This is an optimization exercise on Yosys and OpenROAD, whose aim is small area, not a production implementation.
Function was checked by simulation only, so behaviour that the tests miss may differ from the original.
Power is estimated from default activity; no workload was simulated.

$ cat design/flow/run.sh
#!/bin/bash
# synth_recipe.tcl (not shown) runs the flow's synth.tcl, then flattens the netlist and writes it again
# the make line also repeats each setting of config.mk as NAME=value (left out here)
make -C /OpenROAD-flow-scripts/flow DESIGN_CONFIG=/design/flow/config.mk WORK_HOME=/design/flow/orfs CLKGATE_MAP_FILE= SYNTH_SCRIPT=/design/flow/synth_recipe.tcl finish
$ cat design/flow/config.mk
export PLATFORM = sky130hd
export DESIGN_NAME = reg_file_mp
export DESIGN_NICKNAME = reg_file_mp
export VERILOG_FILES = /design/flow/design.v
export SDC_FILE = /design/flow/constraint.sdc
export NUM_CORES = 4
export LEC_CHECK = 0
export CAP_MARGIN = 20
export CORE_MARGIN = 2
export CORE_UTILIZATION = 40
export SLEW_MARGIN = 20
$ cat design/flow/constraint.sdc
create_clock -name core_clock -period 6.0 [get_ports {clk}]
set_input_delay 1.2000 -clock core_clock [delete_from_list [all_inputs] [get_ports {clk}]]
set_output_delay 1.2000 -clock core_clock [all_outputs]
set_load 0.01 [all_outputs]
$ cat design/flow/design.v
package reg_file_pkg;
  localparam int DATA_W_DEF = 32;
  localparam int ADDR_W_DEF = 5;
  localparam int NUM_RD_MAX = 4;
  function automatic integer cnt_width(input integer n);
    cnt_width = $clog2(n + 1);
  endfunction
endpackage
module reg_scoreboard
#(
  parameter int ADDR_W = reg_file_pkg::ADDR_W_DEF
) (
  input  logic                       clk,
  input  logic                       rst_n,
  input  logic                       i_clr_en,
  input  logic [ADDR_W-1:0]          i_clr_addr,
  input  logic                       i_set_en,
  input  logic [ADDR_W-1:0]          i_set_addr,
  output logic [(2**ADDR_W)-1:0]     o_pending,
  output logic [ADDR_W:0]            o_pend_cnt
);
  localparam int DEPTH = 2**ADDR_W;
  localparam int CNT_W = reg_file_pkg::cnt_width(DEPTH);
  logic [DEPTH-1:0] r_pend;
  logic [CNT_W-1:0] r_cnt;
  logic [DEPTH-1:0] w_pend_nxt;
  logic             w_same;
  logic             w_do_clr;
  logic             w_do_set;
  always_comb begin
    w_pend_nxt = r_pend;
    w_same     = i_clr_en && i_set_en && (i_clr_addr == i_set_addr);
    w_do_clr   = i_clr_en && (i_clr_addr != '0) && r_pend[i_clr_addr] && !w_same;
    w_do_set   = i_set_en && (i_set_addr != '0) && !r_pend[i_set_addr];
    if (w_do_clr) w_pend_nxt[i_clr_addr] = 1'b0;
    if (w_do_set) w_pend_nxt[i_set_addr] = 1'b1;
  end
  always_ff @(posedge clk) begin
    if (!rst_n) begin
      r_pend <= '0;
      r_cnt  <= '0;
    end else begin
      r_pend <= w_pend_nxt;
      r_cnt  <= r_cnt + CNT_W'(w_do_set) - CNT_W'(w_do_clr);
    end
  end
  assign o_pending  = r_pend;
  assign o_pend_cnt = r_cnt;
endmodule
module reg_file_mp
#(
  parameter int DATA_W = reg_file_pkg::DATA_W_DEF,
  parameter int ADDR_W = reg_file_pkg::ADDR_W_DEF,
  parameter int NUM_RD = 2,
  parameter bit BYPASS = 1'b1
) (
  input  logic                     clk,
  input  logic                     rst_n,
  input  logic [NUM_RD*ADDR_W-1:0] rd_addr,
  output logic [NUM_RD*DATA_W-1:0] rd_data,
  output logic [NUM_RD-1:0]        rd_busy,
  output logic                     hazard,
  input  logic                     wr_en,
  input  logic [ADDR_W-1:0]        wr_addr,
  input  logic [DATA_W-1:0]        wr_data,
  input  logic                     iss_en,
  input  logic [ADDR_W-1:0]        iss_addr,
  output logic [ADDR_W:0]          pend_cnt
);
  localparam int DEPTH = 2**ADDR_W;
  localparam int NRD   = (NUM_RD < reg_file_pkg::NUM_RD_MAX) ? NUM_RD : reg_file_pkg::NUM_RD_MAX;
  logic [DATA_W-1:0] r_mem [DEPTH];
  logic [DEPTH-1:0]  w_pend;
  always_ff @(posedge clk) begin
    if (!rst_n) begin
      for (int i = 0; i < DEPTH; i++) r_mem[i] <= '0;
    end else if (wr_en && (wr_addr != '0)) begin
      r_mem[wr_addr] <= wr_data;
    end
  end
  reg_scoreboard #(
    .ADDR_W (ADDR_W)
  ) u_sb (
    .clk        (clk),
    .rst_n      (rst_n),
    .i_clr_en   (wr_en),
    .i_clr_addr (wr_addr),
    .i_set_en   (iss_en),
    .i_set_addr (iss_addr),
    .o_pending  (w_pend),
    .o_pend_cnt (pend_cnt)
  );
  for (genvar gi = 0; gi < NRD; gi++) begin : g_rd
    logic [ADDR_W-1:0] w_ra;
    logic              w_fwd;
    logic              w_live;
    assign w_ra   = rd_addr[gi*ADDR_W +: ADDR_W];
    assign w_live = rst_n && (w_ra != '0);
    assign w_fwd  = BYPASS && wr_en && (wr_addr == w_ra);
    assign rd_data[gi*DATA_W +: DATA_W] = !w_live ? '0 :
                                          w_fwd   ? wr_data : r_mem[w_ra];
    assign rd_busy[gi] = w_live && w_pend[w_ra] && !w_fwd;
  end
  assign hazard = |rd_busy;
endmodule
==> flow_metrics.tcl <==
set metrics [dict create \
    peakVddDrop_uv 233.0 \
    die_area_um2 150300 \
    drt_iter0_drc 6426 \
    ys_seq_area_share_pct 53.50 \
    htree_levels 3 \
    setup.worst_path.class "primary input to output port" \
    cts_buffers 113 \
    holdWs_ps 571.7 \
    tightest_slew_ps 1168 \
    drt_wl_total_um 224900 \
    drtAntennaViolNets 0 \
    fin_setup_tns_ps 0 \
    wl_per_cell_um 34.43 \
    drive_gt1_share_pct 17.01 \
    row_count 140 \
    gr-total-overflow 0 \
    yosys_warnings 2 \
    dieWidth_um 387.7 \
    report.final.slew_viol_count 0 \
    synthArstFlopShare_pct 0 \
    vias 42270 \
    start_kind "primary input" \
    cp.arrival_ps 4420 \
    power_uw 18420 \
    fmax_mhz 178.0 \
    clkTransAtPathRegs_ps 60 \
    status "timing/DRC/antenna clean" \
    cp_max_fo 10 \
    synth_edf_count 1024 \
    syn_area_um2 58900 \
    min_period_ps 5619 \
    slowest_delay_ps 660 \
    drv_cap 0 \
    synth_cells 4475 \
    area_delta_synth_final_pct 14.75 \
    p_per_area_nw_per_um2 272.5 \
    via_per_inst 6.470 \
    rsz0062_at_grt "false" \
    cts_resized 0 \
    fin_skew_ps 8.510 \
    cts_root_buffer "clkbuf_16" \
    antenna_found_initial 25 \
    drc 0 \
    setup_slack_ps 381.4 \
    nets 4576 \
    period_share_pct 93.64 \
    grt_pass1_vias 41520 \
    hp-class "register to register" \
    grt_pass1_wl_um 315300 \
    fp.coreArea_um2 145900 \
    ys_types 63 \
    crit_chain "clkdlybuf4s50_1 -> xnor2_1 -> nand4_1 -> or2_2 -> buf_4 -> nand3_2 -> buf_4 -> o21ai_0 -> clkdlybuf4s50_1" \
    synth.avg_cell_area_um2 13.16 \
    clock_path_buffers 3 \
    portBuffers 128 \
    routabilityCongestion 0.8963 \
    synth_ff_type "edfxtp_1" \
    final.fill_count 12700 \
    first_pass_iters 6 \
    ys_seq_elements 1062 \
    grt_start_max_net_pins 80 \
    io_pins 129 \
    crit_path_end_kind "output port" \
    post_cts_buffers 0 \
    start_util_pct 40.37 \
    hpwl_um 138600 \
    cts_tree "built" \
    die_h_um 387.7 \
    cts_hold_buf 0 \
    gr-usage-all-layers_pct 29.39 \
    clk_latency_ps 720 \
    post-place-ws_ps 429.8 \
    cpMaxStageDelayCell "clkdlybuf4s50_1" \
    required_ps 4800 \
    cts_num_sinks 1062 \
    synth.net_count 4547 \
    slew_headroom_pct 22.12 \
    leakage_uw 0.02406 \
    hold_violations 0 \
    setup_viol_count_final 0 \
]
-- critical path, delay by kind of cell --
family                    cells  cell delay [ps]
buffers and inverters         4             1680
and+or+nand+nor               3              840
AOI/OAI and AO/OA             1              540
xor gates and xnor gates      1              150
-- path summary, 6_finish.rpt --
path	endpoint	slack (ps)	cells past startpoint	from
worst max register to register	u_sb.r_cnt[4]	2780	12	u_sb.r_pend[16]
worst min register to register	u_sb.r_pend[14]	570	2	u_sb.r_pend[14]
worst max-delay path	rd_data[13]	380	9	wr_addr[2]
worst min-delay path	u_sb.r_pend[14]	570	2	u_sb.r_pend[14]
-- synthesized netlist by cell type (3+ instances only) --
cell | number | share of area [%]
a221oi_1 | 282 | 4.2
nand3b_1 | 3 | 0.038
o221ai_1 | 7 | 0.10
or2_2 | 6 | 0.064
o21ai_1 | 4 | 0.034
o311ai_0 | 24 | 0.36
o211ai_1 | 7 | 0.089
ha_1 | 15 | 0.32
buf_2 | 101 | 0.86
mux2i_1 | 536 | 9.1
o22ai_1 | 6 | 0.064
nand2_1 | 22 | 0.14
nand2b_1 | 6 | 0.064
buf_1 | 22 | 0.14
xor2_1 | 10 | 0.15
o21ai_0 | 124 | 1.1
a21o_1 | 4 | 0.051
buf_4 | 4 | 0.051
xnor2_1 | 18 | 0.27
mux2_2 | 6 | 0.11
and3_1 | 4 | 0.042
a21oi_1 | 105 | 0.89
o31ai_1 | 8 | 0.10
a22oi_1 | 103 | 1.3
nand4_1 | 8 | 0.085
nor4_1 | 3 | 0.032
a221o_1 | 28 | 0.48
edfxtp_1 | 1024 | 52
nor2b_1 | 6 | 0.064
o21bai_1 | 64 | 0.82
clkbuf_1 | 334 | 2.1
nor3_1 | 11 | 0.093
nor3b_1 | 4 | 0.051
a211o_1 | 4 | 0.059
dfxtp_1 | 38 | 1.3
mux4_2 | 271 | 10
nand3_1 | 22 | 0.19
nor2_1 | 150 | 0.96
and2_1 | 1028 | 11
inv_1 | 22 | 0.14
-- state kept, by name (all words and copies together), names as in the netlist --
register     count
r_mem         1024
u_sb.r_cnt       6
u_sb.r_pend     32
-- power breakdown --
part	switching [uW]	leakage (uW)	internal, uW	total [uW]
Clock	3100	0.00176	3910	7010
Combinational	1630	0.0123	1040	2670
Sequential	210	0.0100	8530	8740
-- cell type report --
cell class	count	area, um2	share of cell area [%]
Sequential cell	1062	31510	46.62
Multi-Input combinational cell	2925	26060	38.55
Timing Repair Buffer	377	3876	5.735
Clock buffer	147	3049	4.511
Tap cell	1917	2399	3.549
Clock inverter	67	564.3	0.8349
Inverter	25	98.84	0.1462
Antenna cell	13	32.53	0.04813
-- cell usage in the layout, fill, tap and decap left out, types with 103 or more instances in the layout --
| cell type | n |
|---|---|
| a21oi_1 | 105 |
| buf_4 | 194 |
| mux2i_1 | 536 |
| a22oi_1 | 103 |
| clkdlybuf4s50_1 | 114 |
| edfxtp_1 | 1024 |
| nor2_1 | 114 |
| and2_1 | 1028 |
| clkbuf_16 | 116 |
| mux4_2 | 271 |
| a221oi_1 | 282 |
-- per-stage QoR --
| step | area [um2] | util (%) | std cells |
|---|---|---|---|
| 2_1_floorplan | 58900 | - | 4475 |
| 6_report | 67590 | 46.32 | 6533 |
| 5_1_grt | 67560 | 46.30 | 6523 |
| 4_1_cts | 67580 | 46.32 | 6520 |
| 3_3_place_gp | 63930 | 43.81 | 6304 |
| 3_5_place_dp | 63970 | 43.84 | 6306 |
-- logic make-up after synthesis --
family	share of synthesized area (%)
compound gates	9.776
xor+xnor	0.4164
fa+ha+maj	0.3526
buf+inv	3.376
flops	53.50
mux	19.70
simple gates	12.88
-- layer usage --
| layer | global-route usage [%] | vias up | part of all wire [%] |
|---|---|---|---|
| li1 | - | 17350 | - |
| met1 | 39.75 | 21630 | 39 |
| met2 | 45.06 | 2716 | 45 |
| met3 | 6.522 | 570 | 11 |
| met4 | 13.61 | 4 | 5.0 |
| met5 | 0 | - | 0.010 |

what the ideal ports hide:
No port has a modelled driver above. Below, the same layout with a new extraction and two added sets of constraints.
Step 1 sets driving cells, clkbuf_16 on the clock port and buf_2 on the other inputs (assumed; they add their load-dependent delay and slew).
Step 2 moves the port delays by t, midway between the first and last clock arrival at a register: inputs arrive t later, outputs are due t later. That takes back most of the time a late clock gives input paths.
Three values: ideal, step 1, step 2; two values: the first two.
t, ns: 0.816
setup WS [ns]: 0.381 / 0.360 / 0.360
worst data-port slew with drivers (ns): 0.17
After both steps this run still meets setup and hold. For this run, drivers alone change the setup slack by -0.021 ns; drivers and shift together by -0.021 ns.
